Background: an optimization exercise with open tools, aiming at a short achievable clock period and few clock cycles. Do not read the settings as production practice.

S:
==> flow/design.v <==
`default_nettype none
package srt_pkg;
	parameter int APB_DATA_W = 32;	 
	parameter int EST_W = 5;	 
	typedef enum logic [2:0] {
		QD_ZERO = 3'b000,
		QD_POS1 = 3'b001,
		QD_POS2 = 3'b010,
		QD_NEG2 = 3'b110,
		QD_NEG1 = 3'b111
	} qdigit_e;
	typedef enum logic [7:0] {
		ADDR_DIVIDEND = 8'h00,
		ADDR_DIVISOR = 8'h04,	 
		ADDR_STATUS = 8'h08,
		ADDR_RESULT = 8'h0C	 
	} reg_addr_e;
endpackage
`default_nettype wire
`timescale 1ns/10ps
`default_nettype none
module srt_stage #(
	parameter int B = 4,
	parameter int W = 4
) (
	input logic [15:0] in_rem,
	input logic [B-1:0] in_bits,		 
	input logic [15:0] in_fits,		 
	input logic [15:0][19:0] in_mul,	 
	output logic [15:0] out_rem,
	output logic [B-1:0] out_q
);
	localparam int N = 2 ** B;
	logic [W-1:0] r;
	logic [N-1:0] ge;			 
	logic [N-1:0][W-1:0] t;
	if (W == B) begin : g_first
		assign r = in_bits;
	end else begin : g_rest
		assign r = {in_rem[W-B-1:0], in_bits};
	end
	assign ge[0] = 1'b1;
	assign t[0] = r;
	for (genvar k = 1; k < N; k++) begin : g_k
		assign ge[k] = in_fits[k] && (r >= in_mul[k][W-1:0]);
		assign t[k] = r - in_mul[k][W-1:0];
	end
	for (genvar l = 0; l <= B; l++) begin : g_lvl
		logic [(N >> l)*W-1:0] vr;	 
		logic [(N >> l)*B-1:0] vq;
		if (l == 0) begin : g_leaf
			for (genvar k = 0; k < N; k++) begin : g_k
				assign vr[W*k +: W] = t[k];
				assign vq[B*k +: B] = B'(k);
			end
		end else begin : g_mux
			for (genvar i = 0; i < (N >> l); i++) begin : g_i
				localparam int SI = (2 * i + 1) * (2 ** (l - 1));	 
				assign vr[W*i +: W] = ge[SI] ? g_lvl[l-1].vr[W*(2*i+1) +: W] : g_lvl[l-1].vr[W*2*i +: W];
				assign vq[B*i +: B] = ge[SI] ? g_lvl[l-1].vq[B*(2*i+1) +: B] : g_lvl[l-1].vq[B*2*i +: B];
			end
		end
	end
	always_comb begin
		out_rem = '0;
		out_rem[W-1:0] = g_lvl[B].vr[W-1:0];
	end
	assign out_q = g_lvl[B].vq[B-1:0];
endmodule
`default_nettype wire
`timescale 1ns/10ps
`default_nettype none
import srt_pkg::*;
module srt_apb_regs #(
	parameter int FIFO_DEPTH = 4
) (
	input logic clk,
	input logic arst_n,
	input logic psel,
	input logic penable,
	input logic pwrite,
	input logic [7:0] paddr,
	input logic [srt_pkg::APB_DATA_W-1:0] pwdata,
	output logic [srt_pkg::APB_DATA_W-1:0] prdata,
	output logic pready,
	output logic pslverr,
	output logic launch,
	output logic [15:0] dividend,
	input logic res_valid,
	input logic [32:0] res
);
	localparam int CNT_W = $clog2(FIFO_DEPTH + 1);
	localparam int PTR_W = $clog2(FIFO_DEPTH);
	logic setup;
	logic a_dvd_wr;		 
	logic a_dvs_wr;		 
	logic a_res_rd;		 
	logic full;		 
	logic pop;
	logic [CNT_W-1:0] outst;
	logic [CNT_W-1:0] count;
	logic [CNT_W-1:0] count_nx;
	logic [PTR_W-1:0] wr_ptr;
	logic [PTR_W-1:0] rd_ptr;
	logic [32:0] mem [FIFO_DEPTH];
	logic empty_nx;
	logic [31:0] prdata_nx;
	logic pslverr_nx;
	assign setup = psel & ~penable;
	always_ff @(posedge clk or negedge arst_n) begin
		if (!arst_n) begin
			a_dvd_wr <= 1'b0;
			a_dvs_wr <= 1'b0;
			a_res_rd <= 1'b0;
		end else begin
			a_dvd_wr <= setup & pwrite & (paddr == ADDR_DIVIDEND);
			a_dvs_wr <= setup & pwrite & (paddr == ADDR_DIVISOR);
			a_res_rd <= setup & ~pwrite & (paddr == ADDR_RESULT);
		end
	end
	assign launch = a_dvs_wr & ~full;
	assign pop = a_res_rd & (count != '0);
	assign pready = 1'b1;
	assign count_nx = count + CNT_W'(res_valid) - CNT_W'(pop);
	logic [32:0] rq;
	logic rq_v;
	logic [PTR_W-1:0] rq_ptr;
	always_ff @(posedge clk) begin
		if (a_dvd_wr)
			dividend <= pwdata[15:0];
		rq <= res;
		rq_ptr <= wr_ptr;
		if (rq_v)
			mem[rq_ptr] <= rq;
	end
	always_ff @(posedge clk or negedge arst_n) begin
		if (!arst_n) begin
			rq_v <= 1'b0;
			outst <= '0;
			full <= 1'b0;
			count <= '0;
			wr_ptr <= '0;
			rd_ptr <= '0;
		end else begin
			rq_v <= res_valid;
			outst <= outst + CNT_W'(launch) - CNT_W'(pop);
			full <= (outst + CNT_W'(launch) - CNT_W'(pop)) == CNT_W'(FIFO_DEPTH);
			count <= count_nx;
			if (res_valid)
				wr_ptr <= (wr_ptr == PTR_W'(FIFO_DEPTH - 1)) ? '0 : wr_ptr + 1'b1;
			if (pop)
				rd_ptr <= (rd_ptr == PTR_W'(FIFO_DEPTH - 1)) ? '0 : rd_ptr + 1'b1;
		end
	end
	logic [32:0] head;		 
	logic cnt0;
	logic bypass;			 
	logic is_dvd, is_sts, is_res;
	logic [31:0] rd_early;
	assign head = (rq_v && rq_ptr == rd_ptr) ? rq : mem[rd_ptr];
	assign cnt0 = (count == '0);
	assign empty_nx = cnt0 & ~res_valid;
	assign is_dvd = (paddr == ADDR_DIVIDEND);
	assign is_sts = (paddr == ADDR_STATUS);
	assign is_res = (paddr == ADDR_RESULT);
	assign bypass = is_res & cnt0 & res_valid;
	always_comb begin
		rd_early = '0;
		if (is_dvd)
			rd_early = {16'b0, dividend};
		if (is_sts)
			rd_early = {24'b0, 4'(count + CNT_W'(res_valid)), 2'b0,
				(cnt0 ? res[32] : head[32]) & ~empty_nx, ~empty_nx};
		if (is_res & ~cnt0)
			rd_early = head[31:0];
	end
	assign prdata_nx = rd_early | ({32{bypass}} & res[31:0]);
	assign pslverr_nx = pwrite ? ((paddr == ADDR_DIVISOR) & full)
	                           : (is_res & empty_nx);
	always_ff @(posedge clk) begin
		prdata <= prdata_nx;
		pslverr <= pslverr_nx;
	end
endmodule
`default_nettype wire
`timescale 1ns/10ps
`default_nettype none
import srt_pkg::*;
module srt_div_top #(
	parameter int DATA_WIDTH = 16,
	parameter int FIFO_DEPTH = 4
) (
	input logic clk,
	input logic arst_n,
	input logic psel,
	input logic penable,
	input logic pwrite,
	input logic [7:0] paddr,
	input logic [srt_pkg::APB_DATA_W-1:0] pwdata,
	output logic [srt_pkg::APB_DATA_W-1:0] prdata,
	output logic pready,
	output logic pslverr
);
	logic launch;
	logic [15:0] dividend;
	logic res_valid;
	logic [32:0] res;		 
	srt_apb_regs #(.FIFO_DEPTH(FIFO_DEPTH)) u_apb_regs (
		.clk(clk), .arst_n(arst_n),
		.psel(psel), .penable(penable), .pwrite(pwrite), .paddr(paddr),
		.pwdata(pwdata), .prdata(prdata), .pready(pready), .pslverr(pslverr),
		.launch(launch), .dividend(dividend),
		.res_valid(res_valid), .res(res)
	);
	logic [15:0] p1_d;
	logic [15:0] p1_a;
	logic [15:0][19:0] p1_mul;
	logic [15:0][19:0] mul_in;
	logic [19:0] d;
	assign d = {4'b0, pwdata[15:0]};
	assign mul_in[0] = '0;
	assign mul_in[1] = d;
	assign mul_in[2] = d << 1;
	assign mul_in[3] = (d << 1) + d;
	assign mul_in[4] = d << 2;
	assign mul_in[5] = (d << 2) + d;
	assign mul_in[6] = (d << 2) + (d << 1);
	assign mul_in[7] = (d << 3) - d;
	assign mul_in[8] = d << 3;
	assign mul_in[9] = (d << 3) + d;
	assign mul_in[10] = (d << 3) + (d << 1);
	assign mul_in[11] = '0;	 
	assign mul_in[12] = (d << 3) + (d << 2);
	assign mul_in[13] = '0;	 
	assign mul_in[14] = (d << 4) - (d << 1);
	assign mul_in[15] = (d << 4) - d;
	localparam int NSTEP = 4;
	localparam logic [31:0] CFG_B = 32'h0000_4444;
	localparam logic [7:0] CFG_REG = 8'b0000_1110;
	function automatic int step_b(input int s);
		step_b = int'(CFG_B[4*(s-1) +: 4]);
	endfunction
	function automatic int step_w(input int s);	 
		step_w = 0;
		for (int i = 1; i <= s; i++)
			step_w += step_b(i);
	endfunction
	function automatic bit reg_before(input int s);
		reg_before = CFG_REG[s-1];
	endfunction
	function automatic int count_regs();
		count_regs = 0;
		for (int i = 1; i <= NSTEP; i++)
			count_regs += int'(reg_before(i));
	endfunction
	localparam int NREG = count_regs();
	logic [NSTEP:1][15:0] fits_in;
	for (genvar s = 1; s <= NSTEP; s++) begin : g_fits
		for (genvar k = 0; k < 16; k++) begin : g_k
			if (k == 0 || (step_w(s) >= 16 && k == 1)) begin : g_all
				assign fits_in[s][k] = 1'b1;
			end else begin : g_cmp
				assign fits_in[s][k] = (p1_d <= 16'((2 ** step_w(s) - 1) / k));
			end
		end
	end
	always_ff @(posedge clk) begin
		p1_d <= pwdata[15:0];
		p1_a <= dividend;
		p1_mul <= mul_in;
	end
	for (genvar s = 1; s <= NSTEP; s++) begin : g_step
		localparam int B = step_b(s);
		localparam int W = step_w(s);
		logic [15:0] i_rem, i_q, i_a;
		logic [NSTEP*16-1:0] i_fits;
		logic [319:0] i_mul;	 
		logic i_dbz;
		logic [15:0] o_rem, o_q, o_a;
		logic [B-1:0] qd;
		if (s == 1) begin : g_src
			assign i_rem = '0;
			assign i_q = '0;
			assign i_a = p1_a;
			assign i_fits = fits_in;
			always_comb begin
				i_mul = p1_mul;
				i_mul[20*11 +: 20] = p1_mul[8] + p1_mul[3];
				i_mul[20*13 +: 20] = p1_mul[8] + p1_mul[5];
			end
			assign i_dbz = (p1_d == '0);
		end else if (reg_before(s)) begin : g_reg
			always_ff @(posedge clk) begin
				i_rem <= g_step[s-1].o_rem;
				i_q <= g_step[s-1].o_q;
				i_a <= g_step[s-1].o_a;
				i_fits <= g_step[s-1].i_fits;
				i_mul <= g_step[s-1].i_mul;
				i_dbz <= g_step[s-1].i_dbz;
			end
		end else begin : g_wire
			assign i_rem = g_step[s-1].o_rem;
			assign i_q = g_step[s-1].o_q;
			assign i_a = g_step[s-1].o_a;
			assign i_fits = g_step[s-1].i_fits;
			assign i_mul = g_step[s-1].i_mul;
			assign i_dbz = g_step[s-1].i_dbz;
		end
		srt_stage #(.B(B), .W(W)) u_stage (
			.in_rem(i_rem), .in_bits(i_a[15 -: B]),
			.in_fits(i_fits[16*s-1 -: 16]), .in_mul(i_mul),
			.out_rem(o_rem), .out_q(qd)
		);
		assign o_q = {i_q[15-B:0], qd};
		assign o_a = {i_a[15-B:0], B'(0)};
	end
	logic [NREG:1] v;
	always_ff @(posedge clk or negedge arst_n) begin
		if (!arst_n)
			v <= '0;
		else
			v <= {v[NREG-1:1], launch};
	end
	assign res_valid = v[NREG];
	assign res = {g_step[NSTEP].i_dbz, g_step[NSTEP].o_rem, g_step[NSTEP].o_q};
endmodule
`default_nettype wire
export LEC_CHECK = 0
export ABC_CLOCK_PERIOD_IN_PS = 2500
export CAP_MARGIN = 20
export CORE_MARGIN = 2
export CORE_UTILIZATION = 45
export PLACE_DENSITY = 0.6
export SETUP_SLACK_MARGIN = 5
export SLEW_MARGIN = 20
create_clock -name core_clock -period 10.0 [get_ports {clk}]
standard.sh (not shown) runs the stock make flow with config.mk's settings and CLKGATE_MAP_FILE= SYNTH_SCRIPT=/design/flow/synth_recipe.tcl, a recipe that flattens the netlist after the stock synthesis.
==> flow/flow/run.sh <==
#!/bin/bash
bash standard.sh SETUP_SLACK_MARGIN=${MARGIN:-7} finish > standard.log 2>&1
Per the final summary, S finished and its layout is clean on timing, DRC and antenna.
## Diff of input files: R against S
-- flow/design.v --
<<< S, line 104
	logic [PTR_W-1:0] rd_ptr;
	logic [32:0] mem [FIFO_DEPTH];
	logic empty_nx;
	logic [31:0] prdata_nx;
>>> R, line 104
	logic [PTR_W-1:0] rd_ptr;
	logic [32:0] mem [FIFO_DEPTH];
	logic [32:0] head_nx;
	logic empty_nx;
	logic [31:0] prdata_nx;
<<< S, line 123
	assign pready = 1'b1;
	assign count_nx = count + CNT_W'(res_valid) - CNT_W'(pop);
	logic [32:0] rq;
	logic rq_v;
	logic [PTR_W-1:0] rq_ptr;
	always_ff @(posedge clk) begin
		if (a_dvd_wr)
			dividend <= pwdata[15:0];
		rq <= res;
		rq_ptr <= wr_ptr;
		if (rq_v)
			mem[rq_ptr] <= rq;
	end
	always_ff @(posedge clk or negedge arst_n) begin
		if (!arst_n) begin
			rq_v <= 1'b0;
			outst <= '0;
			full <= 1'b0;
>>> R, line 124
	assign pready = 1'b1;
	assign count_nx = count + CNT_W'(res_valid) - CNT_W'(pop);
	always_ff @(posedge clk) begin
		if (a_dvd_wr)
			dividend <= pwdata[15:0];
		if (res_valid)
			mem[wr_ptr] <= res;
	end
	always_ff @(posedge clk or negedge arst_n) begin
		if (!arst_n) begin
			outst <= '0;
			full <= 1'b0;
<<< S, line 143
			rd_ptr <= '0;
		end else begin
			rq_v <= res_valid;
			outst <= outst + CNT_W'(launch) - CNT_W'(pop);
			full <= (outst + CNT_W'(launch) - CNT_W'(pop)) == CNT_W'(FIFO_DEPTH);
>>> R, line 138
			rd_ptr <= '0;
		end else begin
			outst <= outst + CNT_W'(launch) - CNT_W'(pop);
			full <= (outst + CNT_W'(launch) - CNT_W'(pop)) == CNT_W'(FIFO_DEPTH);
<<< S, line 153
		end
	end
	logic [32:0] head;		 
	logic cnt0;
	logic bypass;			 
	logic is_dvd, is_sts, is_res;
	logic [31:0] rd_early;
	assign head = (rq_v && rq_ptr == rd_ptr) ? rq : mem[rd_ptr];
	assign cnt0 = (count == '0);
	assign empty_nx = cnt0 & ~res_valid;
	assign is_dvd = (paddr == ADDR_DIVIDEND);
	assign is_sts = (paddr == ADDR_STATUS);
	assign is_res = (paddr == ADDR_RESULT);
	assign bypass = is_res & cnt0 & res_valid;
	always_comb begin
		rd_early = '0;
		if (is_dvd)
			rd_early = {16'b0, dividend};
		if (is_sts)
			rd_early = {24'b0, 4'(count + CNT_W'(res_valid)), 2'b0,
				(cnt0 ? res[32] : head[32]) & ~empty_nx, ~empty_nx};
		if (is_res & ~cnt0)
			rd_early = head[31:0];
	end
	assign prdata_nx = rd_early | ({32{bypass}} & res[31:0]);
	assign pslverr_nx = pwrite ? ((paddr == ADDR_DIVISOR) & full)
	                           : (is_res & empty_nx);
	always_ff @(posedge clk) begin
		prdata <= prdata_nx;
		pslverr <= pslverr_nx;
	end
endmodule
>>> R, line 147
		end
	end
	assign head_nx = (count == '0) ? res : mem[rd_ptr];
	assign empty_nx = (count == '0) & ~res_valid;
	always_comb begin
		prdata_nx = '0;
		case (paddr)
			ADDR_DIVIDEND: prdata_nx = {16'b0, dividend};
			ADDR_STATUS: prdata_nx = {24'b0, 4'(count + CNT_W'(res_valid)), 2'b0, head_nx[32] & ~empty_nx, ~empty_nx};
			ADDR_RESULT: if (!empty_nx) prdata_nx = head_nx[31:0];
			default: prdata_nx = '0;
		endcase
		if (pwrite)
			prdata_nx = '0;
	end
	assign pslverr_nx = pwrite ? ((paddr == ADDR_DIVISOR) & full)
	                           : ((paddr == ADDR_RESULT) & empty_nx);
	always_ff @(posedge clk or negedge arst_n) begin
		if (!arst_n) begin
			prdata <= '0;
			pslverr <= 1'b0;
		end else begin
			prdata <= prdata_nx;
			pslverr <= pslverr_nx;
		end
	end
endmodule
### Flow results
- For the length of the first detailed-routing pass in iterations, R came in 1 higher than S did.
- Number of post-CTS setup repair buffers sits higher in R than in S.
- Higher wire length after detailed routing goes to R over S.
- Global-route wire length before repair for R: 13 mm up relative to S
- Post-synth design cell area: S and R compared, higher one is S
- R vs. S: routed length on met2 up 9.1%, final worst-path cycle share up 2.4 points.
Function was not checked in any run of this note: the RTL went through the layout flow alone.

==> what the ideal ports hide <==
Ports are ideal in the flow. The routed layouts listed here were re-timed in OpenROAD.
Step 1 assumes that a clkbuf_16 drives the clock port and a buf_2 every other input.
Step 2 times the ports against the registers' clock, not the clock port: input delays grow and output delays shrink by t, the midpoint of the rising clock arrivals with the driver on.
Three values: ideal, step 1, step 2; two values: the first two.
run | t (ns) | setup slack, ns | cell pins on the clock port's net
S | 0.736 | 6.426 / 6.436 / 5.701 | 1
R | 0.746 | 6.187 / 6.187 / 5.677 | 1
After both steps setup and hold are still met in every run listed. The setup slack of S, which loses most, moves by +0.010 ns with the drivers and by -0.725 ns with both steps.
